This design comes from an exercise in tuning for small area, a short achievable clock period and few clock cycles per item on the open sky130 flow, not from production work.
In this exercise RTL edits were held to simulation tests only and were not proved equivalent to the original.

Design cordic_pipe, start of the top module:
module cordic_pipe #(
  parameter int W         = 16,
  parameter int AW        = 16,
  parameter int ITER      = 12,
  parameter int GAIN_COMP = 1,
  parameter int IN_REG    = 0,    
  parameter int IPS       = 1,    
  parameter int GSPLIT    = 1,    
  parameter int SKID      = 2     
) (
  input  logic          clk,
  input  logic          rst,
  input  logic          in_valid,
  output logic          in_ready,
  input  logic          in_mode,
  input  logic [W-1:0]  in_x,
  input  logic [W-1:0]  in_y,
  input  logic [AW-1:0] in_z,
  output logic          out_valid,
  input  logic          out_ready,
  output logic          out_mode,
  output logic [W-1:0]  out_x,
  output logic [W-1:0]  out_y,
  output logic [AW-1:0] out_z
);
For scale: ~5800 cells after synthesis, about 840 flip-flops, about 100 I/O pins.
clock: 4.4 ns
lec_check: 0
cap_margin: 20
core_margin: 2
core_utilization: 60
setup_slack_margin: 1.2
slew_margin: 20
run.sh (not shown) runs the stock make flow with config.mk's settings and CLKGATE_MAP_FILE= SYNTH_SCRIPT=/design/flow/synth_recipe.tcl, a recipe that flattens the netlist after the stock synthesis.
Testbench counts at the start, summed over its fixed seeds: cycles 8,120, items 8,000.
Then changed:
--- a/flow/design.v
+++ b/flow/design.v
@@ -1,33 +1,33 @@
 module cordic_pipe #(
   parameter int W         = 16,
   parameter int AW        = 16,
   parameter int ITER      = 12,
-  parameter int GAIN_COMP = 1,
-  parameter int IN_REG    = 0,    
-  parameter int IPS       = 1,    
-  parameter int GSPLIT    = 1,    
-  parameter int SKID      = 2     
+  parameter int GAIN_COMP = 1
 ) (
   input  logic          clk,
   input  logic          rst,
   input  logic          in_valid,
   output logic          in_ready,
   input  logic          in_mode,
   input  logic [W-1:0]  in_x,
   input  logic [W-1:0]  in_y,
   input  logic [AW-1:0] in_z,
   output logic          out_valid,
   input  logic          out_ready,
   output logic          out_mode,
   output logic [W-1:0]  out_x,
   output logic [W-1:0]  out_y,
   output logic [AW-1:0] out_z
 );
+  localparam int IN_REG = 0;   
+  localparam int IPS    = 1;   
+  localparam int GSPLIT = 1;   
+  localparam int SKID   = 2;   
   localparam int XW = W + 2;
   localparam int BW = XW - 5;   
   localparam int NS = ITER / IPS;
   localparam logic signed [AW-1:0] Z90  = AW'(9000);
   localparam logic signed [AW-1:0] Z180 = AW'(18000);
   function automatic logic [AW-1:0] atan_cdeg(input int i);
     case (i)
       0:  atan_cdeg = 4500;
@@ -108,66 +108,62 @@
   if (IN_REG != 0) begin : g_pz_sel
     assign pz_n = i_zm + (i_kp ? Z180 : i_kn ? -Z180 : AW'(0));
   end else begin : g_pz_mux
     logic signed [AW-1:0] zp, zn;
     assign zp   = i_zm + Z180;
     assign zn   = i_zm - Z180;
     assign pz_n = i_kp ? zp : i_kn ? zn : i_zm;
   end
-  logic [NS:0]           s_mode, s_dx, s_dy, s_dz;
+  logic [NS:0]           s_mode, s_dx, s_dy;
   logic [NS:0][XW-1:0]   s_x, s_y;
   logic [NS:0][AW-1:0]   s_z;
   always_ff @(posedge clk) begin
     if (en) begin
       s_mode[0] <= i_mode;
       s_x[0]    <= px_n;
       s_y[0]    <= py_n;
       s_z[0]    <= pz_n;
       s_dx[0]   <= i_d0;
-      s_dy[0]   <= i_d0;
-      s_dz[0]   <= i_d0;
+      s_dy[0]   <= !i_d0;
     end
   end
   localparam int NC = NS * (IPS + 1);
   logic [NC-1:0][XW-1:0] cx, cy;
   logic [NC-1:0][AW-1:0] cz;
-  logic [NC-1:0]         cdx, cdy, cdz;
+  logic [NC-1:0]         cdx, cdy;
   for (genvar k = 0; k < NS; k++) begin : g_stage
     localparam int B = k * (IPS + 1);
     assign cx[B+0]  = s_x[k];
     assign cy[B+0]  = s_y[k];
     assign cz[B+0]  = s_z[k];
     assign cdx[B+0] = s_dx[k];
     assign cdy[B+0] = s_dy[k];
-    assign cdz[B+0] = s_dz[k];
     for (genvar j = 0; j < IPS; j++) begin : g_rot
       localparam int I = k * IPS + j;
       localparam logic [AW-1:0] ANG = atan_cdeg(I);
       logic signed [XW-1:0] xv, yv, xs, ys;
       assign xv        = cx[B+j];
       assign yv        = cy[B+j];
       assign xs        = xv >>> I;
       assign ys        = yv >>> I;
       assign cx[B+j+1]   = addsub(cx[B+j], ys, cdx[B+j]);
-      assign cy[B+j+1]   = addsub(cy[B+j], xs, !cdy[B+j]);
-      assign cz[B+j+1]   = cz[B+j] + (cdz[B+j] ? -ANG : ANG);
+      assign cy[B+j+1]   = addsub(cy[B+j], xs, cdy[B+j]);
+      assign cz[B+j+1]   = cz[B+j] + (cdx[B+j] ? -ANG : ANG);
       assign cdx[B+j+1]  = s_mode[k] ? cy[B+j+1][XW-1] : !cz[B+j+1][AW-1];
-      assign cdy[B+j+1]  = cdx[B+j+1];
-      assign cdz[B+j+1]  = cdx[B+j+1];
+      assign cdy[B+j+1]  = s_mode[k] ? !cy[B+j+1][XW-1] : cz[B+j+1][AW-1];
     end
     always_ff @(posedge clk) begin
       if (en) begin
         s_mode[k+1] <= s_mode[k];
         s_x[k+1]    <= cx[B+IPS];
         s_y[k+1]    <= cy[B+IPS];
         s_z[k+1]    <= cz[B+IPS];
         s_dx[k+1]   <= cdx[B+IPS];
         s_dy[k+1]   <= cdy[B+IPS];
-        s_dz[k+1]   <= cdz[B+IPS];
       end
     end
   end
   logic signed [XW-1:0] l_x, l_y, g_x, g_y;
   logic          g_mode;
   logic [AW-1:0] g_z;
   assign l_x = s_x[NS];
   assign l_y = s_y[NS];
=> The changed run went through all stages and came out clean. Routed wire length goes down by a few percent. Final area goes down slightly. Worst setup slack hardly moves. Area after synthesis goes down slightly. Final cell count goes down by a few percent. Utilization goes up by 0.57 points. Fmax is about the same. Global-route usage goes down by 0.48 points. Via count goes down by a few percent. Die area goes down slightly. Critical path depth stays the same. Register-to-register slack is about the same.
Testbench counts after the change, summed over its fixed seeds: cycles 8,120, items 8,000.

-- what the ideal ports hide --
The results above use ideal ports. As a check the final layouts listed here were re-extracted and re-timed, cells and wires unchanged. Step 1 sets driving cells, clkbuf_16 on the clock port and buf_2 on the other inputs (assumed; they add their load-dependent delay and slew). Step 2 times the ports against the registers' clock, not the clock port: input delays grow and output delays shrink by t, the midpoint of the rising clock arrivals with the driver on. a / b / c = ideal ports / drivers / drivers and shift; a / b = the first two.
run | t (ns) | setup WS [ns] | worst data-port slew with drivers (ns)
the first run | 0.743 | 1.181 / 1.181 / 0.746 | 0.08
the second run | 0.736 | 1.181 / 1.181 / 0.743 | 0.08
After both steps setup and hold are still met in every run listed. The setup slack of the second run, which loses most, moves by 0.000 ns with the drivers and by -0.438 ns with both steps.
